This design comes from an exercise in tuning for small area, a short achievable clock period and few clock cycles per item on the open sky130 flow, not from production work. Where RTL was checked, it was by simulation tests only, not by an equivalence proof against the original. Power and IR drop assume default switching activity.

Design fp_mult_stream, start of the top module:
module fp_mult_stream #(
    parameter int WIDTH      = 32,
    parameter int INT_WIDTH  = 16,
    parameter int FRAC_WIDTH = 16,
    parameter int SIGNED     = 1,
    parameter int STAGES     = 3,
    parameter int ROUND      = 1
) (
    input  logic              clk,
    input  logic              reset,
    input  logic              in_valid,
    output logic              in_ready,
    input  logic [WIDTH-1:0]  left,
    input  logic [WIDTH-1:0]  right,
    output logic              out_valid,
    input  logic              out_ready,
    output logic [WIDTH-1:0]  out,
    output logic              ovf
);
For scale: ~3100 cells after synthesis, roughly 32000 sq um of cells after synthesis.
==> flow/config.mk <==
export PLATFORM = sky130hd
export DESIGN_NAME = fp_mult_stream
export DESIGN_NICKNAME = fp_mult_stream
export VERILOG_FILES = /design/flow/design.v
export SDC_FILE = /design/flow/constraint.sdc
export NUM_CORES = 4
export LEC_CHECK = 0
export ABC_AREA = 1
export CAP_MARGIN = 20
export CORE_MARGIN = 2
export CORE_UTILIZATION = 40
export SLEW_MARGIN = 20
export SYNTH_HIERARCHICAL = 1
==> flow/constraint.sdc <==
create_clock -name core_clock -period 10.0 [get_ports {clk}]
set_input_delay 2.0000 -clock core_clock [delete_from_list [all_inputs] [get_ports {clk}]]
set_output_delay 2.0000 -clock core_clock [all_outputs]
set_load 0.01 [all_outputs]
standard.sh (not shown) runs the stock make flow with config.mk's settings and CLKGATE_MAP_FILE= SYNTH_SCRIPT=/design/flow/synth_recipe.tcl, a recipe that flattens the netlist after the stock synthesis.
==> flow/flow/run.sh <==
#!/bin/bash
set -euo pipefail
bash standard.sh SETUP_SLACK_MARGIN=6.3 "BUFFER_PORTS_ARGS=-buffer_cell sky130_fd_sc_hd__buf_2" finish > standard_flow.log 2>&1
The baseline finished clean.
Testbench counts at the start, summed over its fixed seeds: cycles 16,024, items 16,000.
Change:
==> flow/flow/run.sh (replaced) <==
#!/bin/bash
# The standard layout (standard.sh), with repair_timing aiming for
# 6.0 ns of setup slack at the design's 10 ns clock.
set -euo pipefail
bash standard.sh SETUP_SLACK_MARGIN=6.0 finish > standard_flow.log 2>&1
- CORE_UTILIZATION: 40 -> 65
- PLACE_DENSITY: not set -> 0.75
Outcome: Worst setup slack gets better by 0.13 ns. Sequential power rose slightly. Clock-buffer cell count fell by 1. Routed wire length fell by roughly a tenth. Power barely changes. Design area fell by roughly a tenth. Core utilization rose by 24 points. Non-clock buffer count fell by 107. Fmax rose by a few percent.
Change:
==> flow/flow/run.sh (replaced) <==
#!/bin/bash
set -euo pipefail
bash standard.sh SETUP_SLACK_MARGIN=6.0 finish > standard_flow.log 2>&1
- CORE_UTILIZATION: 65 -> 40
- PLACE_DENSITY: 0.75 -> not set
Sequential share of layout area stays flat.
Worst setup slack gets better by 0.064 ns.
Fmax rises by 1.6%.
Global-route usage falls by 19 points.
Synthesized area does not change.
Change:
==> flow/flow/run.sh (replaced) <==
#!/bin/bash
set -euo pipefail
bash standard.sh SETUP_SLACK_MARGIN=6.0 "BUFFER_PORTS_ARGS=-buffer_cell sky130_fd_sc_hd__buf_2" finish > standard_flow.log 2>&1
Effect: Power stays flat; cell area hardly moves; utilization fell by 0.11 points; wire length rose by 3.8%; clock skew rose by 0.0056 ns; cell count rose by 0.39%; via count rose by 0.93%; area after synthesis does not change; worst setup slack gets better by 0.013 ns; sequential power hardly moves.
Change:
==> flow/flow/run.sh (replaced) <==
#!/bin/bash
# The standard layout (standard.sh), with repair_timing aiming for
# 6.0 ns of setup slack at the design's 10 ns clock.
set -euo pipefail
bash standard.sh SETUP_SLACK_MARGIN=6.0 finish > standard_flow.log 2>&1
What happened: The changed run completed with no timing, DRC or antenna violations. Power hardly moves. Synthesized cell count does not change. Sequential cell count is unchanged. Routed wire length went down by 3.6%.

========
Another version of the RTL of fp_mult_stream (not shown whole).
Size in the first run: about 3,000 cells after synthesis, about 100 I/O pins.
export LEC_CHECK = 0
export ABC_AREA = 1
export CAP_MARGIN = 20
export CORE_MARGIN = 2
export CORE_UTILIZATION = 40
export SLEW_MARGIN = 20
export SYNTH_HIERARCHICAL = 1
create_clock -name core_clock -period 10.0 [get_ports {clk}]
==> flow/flow/run.sh <==
#!/bin/bash
set -euo pipefail
bash standard.sh SETUP_SLACK_MARGIN=6.2 "BUFFER_PORTS_ARGS=-buffer_cell sky130_fd_sc_hd__buf_2" finish > standard_flow.log 2>&1
The starting point passed the timing, design-rule and antenna checks.
Testbench counts at the start, summed over its fixed seeds: cycles 16,024, items 16,000.
Edit:
==> flow/flow/run.sh (replaced) <==
#!/bin/bash
set -euo pipefail
bash standard.sh SETUP_SLACK_MARGIN=6.0 "BUFFER_PORTS_ARGS=-buffer_cell sky130_fd_sc_hd__buf_2" finish > standard_flow.log 2>&1
- TNS_END_PERCENT: not set -> 10
Effect:
- via count came out lower by a few percent
- non-clock buffer count came out lower by 57
- die area is unchanged
- register-to-register slack is worse by 0.11 ns
Edit:
==> flow/flow/run.sh (replaced) <==
#!/bin/bash
set -euo pipefail
bash standard.sh SETUP_SLACK_MARGIN=6.25 "BUFFER_PORTS_ARGS=-buffer_cell sky130_fd_sc_hd__buf_2" finish > standard_flow.log 2>&1
- The new run finished with timing, DRC and antenna clean
- sequential cell count stays the same
- setup slack is better by 0.11 ns
- critical path depth goes down by 3
- wire length goes up by 2.8%
- design area goes up by 3.0%
- combinational power goes up by 4.7%
- non-clock buffer count goes up by 42
Edit:
==> flow/flow/run.sh (replaced) <==
#!/bin/bash
set -euo pipefail
bash standard.sh SETUP_SLACK_MARGIN=6.0 "BUFFER_PORTS_ARGS=-buffer_cell sky130_fd_sc_hd__buf_2" finish > standard_flow.log 2>&1
- TNS_END_PERCENT: 10 -> not set
After rerunning:
- sequential power hardly moves
- clock skew drops by 0.025 ns
- final area decreases by a few percent
- final cell count decreases slightly
- first-iteration DRC count came out higher slightly
- sequential cell count stays the same
- worst setup slack loses 0.033 ns

========
## indigo
Another version of the RTL of fp_mult_stream (not shown whole).
Size: ~100 I/O pins.
clock: 10.0 ns
lec_check: 0
abc_area: 1
cap_margin: 20
core_margin: 2
core_utilization: 40
cts_buf_list: sky130_fd_sc_hd__clkbuf_8
slew_margin: 20
synth_hierarchical: 1
==> flow/flow/run.sh <==
#!/bin/bash
set -euo pipefail
bash standard.sh SETUP_SLACK_MARGIN=6.3 "BUFFER_PORTS_ARGS=-buffer_cell sky130_fd_sc_hd__buf_2" finish > standard_flow.log 2>&1
indigo reached the end of the flow, and the finished layout is clean on the timing, design-rule and antenna checks.
Testbench counts of indigo, summed over its fixed seeds: cycles 16,024, items 16,000.
The inputs of garnet differ from those of indigo as listed below.
# indigo
export LEC_CHECK = 0
export ABC_AREA = 1
export CAP_MARGIN = 20
export CORE_MARGIN = 2
export CORE_UTILIZATION = 40
export CTS_BUF_LIST = sky130_fd_sc_hd__clkbuf_8
export SLEW_MARGIN = 20
export SYNTH_HIERARCHICAL = 1
create_clock -name core_clock -period 10.0 [get_ports {clk}]
# garnet
export LEC_CHECK = 0
export ABC_AREA = 1
export CAP_MARGIN = 20
export CORE_MARGIN = 2
export CORE_UTILIZATION = 40
export CTS_BUF_LIST = sky130_fd_sc_hd__clkbuf_16
export CTS_CLUSTER_DIAMETER = 80
export CTS_CLUSTER_SIZE = 30
export SLEW_MARGIN = 20
export SYNTH_HIERARCHICAL = 1
create_clock -name core_clock -period 10.0 [get_ports {clk}]
==> flow/flow/run.sh <==
#!/bin/bash
set -euo pipefail
bash standard.sh SETUP_SLACK_MARGIN=6.2 "BUFFER_PORTS_ARGS=-buffer_cell sky130_fd_sc_hd__buf_2" finish > standard_flow.log 2>&1
Results
- garnet finished end to end and its layout was clean on timing, DRC and antenna.
- indigo ended with every stage complete and zero timing, DRC or antenna violations.
- Met1 global-route usage essentially unchanged between garnet and indigo.
- Sequential group share of total power in garnet vs indigo: up 0.8 points
- Relative slew slack was lower in garnet than in indigo.
- Looking at startpoint of the most critical setup path, the one_q[4] result is from indigo; the one_q[5] one comes from garnet.
- The clock network power share reported for garnet is smaller than that of indigo by 0.6 points.
- Proportion of cell area occupied by registers (higher): garnet
- Between garnet and indigo, it is garnet whose first-pass GRT wire length is lower, by 2.2 mm.
- cs_q[59] as the capture point of the worst path was reported by garnet, and cs_q[97] by indigo.
- The antenna cell count number comes out higher for indigo vs garnet.
- Compared to indigo, garnet shows a narrower setup margin.
- [diff] worst IR drop on VDD, garnet relative to indigo: improvement
#### Input delta (zinc over garnet)
# garnet
export LEC_CHECK = 0
export ABC_AREA = 1
export CAP_MARGIN = 20
export CORE_MARGIN = 2
export CORE_UTILIZATION = 40
export CTS_BUF_LIST = sky130_fd_sc_hd__clkbuf_16
export CTS_CLUSTER_DIAMETER = 80
export CTS_CLUSTER_SIZE = 30
export SLEW_MARGIN = 20
export SYNTH_HIERARCHICAL = 1
create_clock -name core_clock -period 10.0 [get_ports {clk}]
# zinc
export LEC_CHECK = 0
export ABC_AREA = 1
export CAP_MARGIN = 20
export CORE_MARGIN = 2
export CORE_UTILIZATION = 40
export CTS_BUF_LIST = sky130_fd_sc_hd__clkbuf_16
export CTS_CLUSTER_DIAMETER = 120
export CTS_CLUSTER_SIZE = 30
export SLEW_MARGIN = 20
export SYNTH_HIERARCHICAL = 1
create_clock -name core_clock -period 10.0 [get_ports {clk}]
==> flow/flow/run.sh <==
#!/bin/bash
set -euo pipefail
bash standard.sh SETUP_SLACK_MARGIN=6.25 "BUFFER_PORTS_ARGS=-buffer_cell sky130_fd_sc_hd__buf_2" finish > standard_flow.log 2>&1
--- outcome ---
Looking at area growth from synthesis to layout across zinc and garnet, the one that comes out higher is zinc.
Number of clock buffer instances in the layout (zinc over garnet): decrease, 10
Compared with garnet, zinc shows a worst-case reg-to-reg path depth that is 1 lower.
Run comparison: zinc library cell contributing the largest single delay on the critical path buf_4; garnet library cell contributing the largest single delay on the critical path fa_1
Inputs modified between zinc and ember:
# zinc
export LEC_CHECK = 0
export ABC_AREA = 1
export CAP_MARGIN = 20
export CORE_MARGIN = 2
export CORE_UTILIZATION = 40
export CTS_BUF_LIST = sky130_fd_sc_hd__clkbuf_16
export CTS_CLUSTER_DIAMETER = 120
export CTS_CLUSTER_SIZE = 30
export SLEW_MARGIN = 20
export SYNTH_HIERARCHICAL = 1
create_clock -name core_clock -period 10.0 [get_ports {clk}]
# ember
export LEC_CHECK = 0
export ABC_AREA = 1
export CAP_MARGIN = 20
export CORE_MARGIN = 2
export CORE_UTILIZATION = 40
export CTS_BUF_LIST = sky130_fd_sc_hd__clkbuf_16
export CTS_CLUSTER_DIAMETER = 100
export CTS_CLUSTER_SIZE = 30
export SLEW_MARGIN = 20
export SYNTH_HIERARCHICAL = 1
create_clock -name core_clock -period 10.0 [get_ports {clk}]
==> flow/flow/run.sh <==
#!/bin/bash
set -euo pipefail
bash standard.sh SETUP_SLACK_MARGIN=6.2 "BUFFER_PORTS_ARGS=-buffer_cell sky130_fd_sc_hd__buf_2" finish > standard_flow.log 2>&1
## What came out
buf_4 as the cell with the largest stage delay on the worst path was reported by zinc, and fa_1 by ember.
Higher reg2reg setup slack goes to zinc over ember.
The post-route standard cell area excluding fillers of ember is lower than that of zinc.
ember falls short of zinc in clock period minus worst slack.
ember has less setup slack than zinc.
> inputs changed (ember -> raven)
# ember
export LEC_CHECK = 0
export ABC_AREA = 1
export CAP_MARGIN = 20
export CORE_MARGIN = 2
export CORE_UTILIZATION = 40
export CTS_BUF_LIST = sky130_fd_sc_hd__clkbuf_16
export CTS_CLUSTER_DIAMETER = 100
export CTS_CLUSTER_SIZE = 30
export SLEW_MARGIN = 20
export SYNTH_HIERARCHICAL = 1
create_clock -name core_clock -period 10.0 [get_ports {clk}]
# raven
export LEC_CHECK = 0
export ABC_AREA = 1
export CAP_MARGIN = 20
export CORE_MARGIN = 2
export CORE_UTILIZATION = 40
export CTS_BUF_LIST = sky130_fd_sc_hd__clkbuf_16
export CTS_CLUSTER_DIAMETER = 110
export CTS_CLUSTER_SIZE = 25
export SLEW_MARGIN = 20
export SYNTH_HIERARCHICAL = 1
create_clock -name core_clock -period 10.0 [get_ports {clk}]
==> summary.txt <==
Maximum frequency on raven is behind ember. Wire length of the first global-routing pass: ember vs raven — no meaningful difference. Between ember and raven, power drawn by the clock network decreased. For ratio of routed vias to standard cells, ember and raven come out practically identical. Summary — multi-input combinational area share, raven relative to ember: higher, by 0.39 points. raven against ember: average cell area after synthesis roughly the same, total power after layout lost 0.50%. Compared with ember, in raven area of all placed cells without fillers moved down, area occupied by multi-input gates level, portion of total power attributed to the clock network moved down, worst setup slack moved down.

========
## JK
Another version of the RTL of fp_mult_stream (not shown whole).
Size in the first run: roughly 33000 um^2 of cells after synthesis.
==> flow/design.v (excerpt) <==
module fp_mult_stream #(
    parameter int WIDTH      = 32,
    parameter int INT_WIDTH  = 16,
    parameter int FRAC_WIDTH = 16,
    parameter int SIGNED     = 1,
    parameter int STAGES     = 3,
    parameter int ROUND      = 1
) (
    input  logic              clk,
    input  logic              reset,
    input  logic              in_valid,
    output logic              in_ready,
    input  logic [WIDTH-1:0]  left,
    input  logic [WIDTH-1:0]  right,
    output logic              out_valid,
    input  logic              out_ready,
    output logic [WIDTH-1:0]  out,
    output logic              ovf
);
export LEC_CHECK = 0
export ABC_AREA = 1
export CAP_MARGIN = 20
export CORE_MARGIN = 2
export CORE_UTILIZATION = 40
export CTS_BUF_LIST = sky130_fd_sc_hd__clkbuf_16
export CTS_CLUSTER_DIAMETER = 120
export CTS_CLUSTER_SIZE = 30
export SLEW_MARGIN = 20
export SYNTH_HIERARCHICAL = 1
create_clock -name core_clock -period 10.0 [get_ports {clk}]
==> flow/flow/run.sh <==
#!/bin/bash
set -euo pipefail
bash standard.sh SETUP_SLACK_MARGIN=6.35 "BUFFER_PORTS_ARGS=-buffer_cell sky130_fd_sc_hd__buf_2" finish > standard_flow.log 2>&1
Input-level comparison between MS and JK:
# JK
export LEC_CHECK = 0
export ABC_AREA = 1
export CAP_MARGIN = 20
export CORE_MARGIN = 2
export CORE_UTILIZATION = 40
export CTS_BUF_LIST = sky130_fd_sc_hd__clkbuf_16
export CTS_CLUSTER_DIAMETER = 120
export CTS_CLUSTER_SIZE = 30
export SLEW_MARGIN = 20
export SYNTH_HIERARCHICAL = 1
create_clock -name core_clock -period 10.0 [get_ports {clk}]
# MS
export LEC_CHECK = 0
export ABC_AREA = 1
export CAP_MARGIN = 20
export CORE_MARGIN = 2
export CORE_UTILIZATION = 40
export CTS_BUF_LIST = sky130_fd_sc_hd__clkbuf_8
export SLEW_MARGIN = 20
export SYNTH_HIERARCHICAL = 1
create_clock -name core_clock -period 10.0 [get_ports {clk}]
==> flow/flow/run.sh <==
#!/bin/bash
set -euo pipefail
bash standard.sh SETUP_SLACK_MARGIN=6.3 "BUFFER_PORTS_ARGS=-buffer_cell sky130_fd_sc_hd__buf_2" finish > standard_flow.log 2>&1
--- outcome ---
MS vs JK — total power climbed slightly
Changes observed in MS relative to JK: non-clock buffer count now smaller, logic gate share of total power decreased 2.3 points.
NOTE: global-route wire length before repair in MS exceeds that of JK
JK -> MS: full die area delta 0, exact match
No functional check of the RTL was part of any run of this note.

========
Another version of the RTL of fp_mult_stream (not shown whole).
For scale: ~100 I/O pins, ~33000 um2 of cells after synthesis.
Design fp_mult_stream, start of the top module:
module fp_mult_stream #(
    parameter int WIDTH      = 32,
    parameter int INT_WIDTH  = 16,
    parameter int FRAC_WIDTH = 16,
    parameter int SIGNED     = 1,
    parameter int STAGES     = 3,
    parameter int ROUND      = 1
) (
    input  logic              clk,
    input  logic              reset,
    input  logic              in_valid,
    output logic              in_ready,
    input  logic [WIDTH-1:0]  left,
    input  logic [WIDTH-1:0]  right,
    output logic              out_valid,
    input  logic              out_ready,
    output logic [WIDTH-1:0]  out,
    output logic              ovf
);
    logic              en;
    logic [2:1]        valid_q;
    logic              res0_v_q, res1_v_q, rdy_q;
    logic              res1_v_d;
    logic [33:0]       res0_q, res1_q;      
    logic [33:0]       res_c;
    logic              push;
    logic [31:0]       a_q;
    logic [15:0]       one_q, two_q, neg_q;
    logic [15:0]       one_d, two_d, neg_d;
    logic [137:0]      cs_q;
    logic              sgn_q;
    logic              res0_nov_q, res0_nsg_q;
    assign en        = ~res1_v_q;
    assign in_ready  = rdy_q;               
    assign push      = en & valid_q[2];
    assign out_valid = res0_v_q;
    assign out[15:0]  = res0_q[32] ? {16{~res0_q[33]}} : res0_q[15:0];
    assign out[30:16] = res0_nov_q ? res0_q[30:16] : {15{res0_nsg_q}};
    assign out[31]    = res0_nov_q ? res0_q[31] : ~res0_nsg_q;
    assign ovf       = res0_q[32];
    assign res1_v_d = res1_v_q ? ~out_ready : (push & res0_v_q & ~out_ready);
    always_ff @(posedge clk) begin
        if (reset) begin
            valid_q  <= '0;
            res0_v_q <= 1'b0;
            res1_v_q <= 1'b0;
            rdy_q    <= 1'b1;
        end else begin
            if (en) begin
                valid_q <= {valid_q[1], in_valid};
            end
  ...
clock: 10.0 ns
lec_check: 0
abc_area: 1
cap_margin: 20
core_margin: 2
core_utilization: 40
cts_buf_list: sky130_fd_sc_hd__clkbuf_16
cts_cluster_diameter: 120
cts_cluster_size: 30
slew_margin: 20
synth_hierarchical: 1
==> flow/flow/run.sh <==
#!/bin/bash
set -euo pipefail
bash standard.sh SETUP_SLACK_MARGIN=6.1 "BUFFER_PORTS_ARGS=-buffer_cell sky130_fd_sc_hd__buf_2" finish > standard_flow.log 2>&1
The baseline produced a clean layout.
Testbench counts at the start, summed over its fixed seeds: cycles 16,024, items 16,000.
Edit:
==> flow/flow/run.sh (replaced) <==
#!/bin/bash
set -euo pipefail
bash standard.sh SETUP_SLACK_MARGIN=6.2 "BUFFER_PORTS_ARGS=-buffer_cell sky130_fd_sc_hd__buf_2" finish > standard_flow.log 2>&1
The changed run passed the timing, design-rule and antenna checks.
Flip-flop and latch count does not change.
Cell area increases by about 1%.
Power increases by about 1.3%.
Edit:
==> flow/flow/run.sh (replaced) <==
#!/bin/bash
set -euo pipefail
bash standard.sh SETUP_SLACK_MARGIN=6.3 "BUFFER_PORTS_ARGS=-buffer_cell sky130_fd_sc_hd__buf_2" finish > standard_flow.log 2>&1
Effect: The new run finished with timing, DRC and antenna clean. Routed wire length rises by a few percent. First-iteration DRC count rises by about a fifth. Final cell count rises slightly. Register-to-register slack gains 0.04 ns. Sequential cell count does not change.

==> what the ideal ports hide <==
Ports are ideal in the flow. The routed layouts listed here were re-timed in OpenROAD.
Step 1 assumes that a clkbuf_16 drives the clock port and a buf_2 every other input.
Step 2 adds t to the input delays and takes it off the output delays; t is the mean of the earliest and latest rising clock arrival at the registers after step 1. Input paths then give back, and output paths get back, about the clock's delay inside the block.
Three values: no drivers, after step 1, after step 2; two values: the first two.
run	shift t [ns]	setup WS [ns]	worst register clock-pin slew, ns	cell pins on the clock port's net
the first run of note 1	0.657	5.844 / 5.844 / 5.844	0.06 / 0.06	1
the second run of note 1	0.633	5.974 / 5.974 / 5.974	0.07 / 0.07	1
the third run of note 1	0.644	6.038 / 6.038 / 6.038	0.06 / 0.06	1
the fourth run of note 1	0.643	6.051 / 6.051 / 6.051	0.07 / 0.07	1
the fifth run of note 1	0.644	6.038 / 6.038 / 6.038	0.06 / 0.06	1
the first run of note 2	0.627	6.034 / 6.034 / 6.034	0.06 / 0.06	1
the second run of note 2	0.633	5.921 / 5.921 / 5.921	0.07 / 0.07	1
the third run of note 2	0.629	6.031 / 6.031 / 6.031	0.06 / 0.06	1
the fourth run of note 2	0.621	5.999 / 5.999 / 5.999	0.07 / 0.07	1
indigo	0.717	6.269 / 6.269 / 6.269	0.07 / 0.07	1
garnet	0.640	6.167 / 6.167 / 6.167	0.10 / 0.10	1
zinc	0.608	6.243 / 6.243 / 6.243	0.12 / 0.12	1
ember	0.636	6.194 / 6.194 / 6.194	0.12 / 0.12	1
raven	0.620	6.119 / 6.119 / 6.119	0.10 / 0.10	1
JK	0.629	6.295 / 6.295 / 6.295	0.12 / 0.12	1
MS	0.750	6.274 / 6.210 / 6.282	0.07 / 0.07	1
the first run of note 5	0.603	6.116 / 6.116 / 6.116	0.12 / 0.12	1
the second run of note 5	0.604	6.225 / 6.225 / 6.225	0.12 / 0.12	1
the third run of note 5	0.605	6.265 / 6.265 / 6.265	0.12 / 0.12	1
After both steps setup and hold are still met in every run listed.
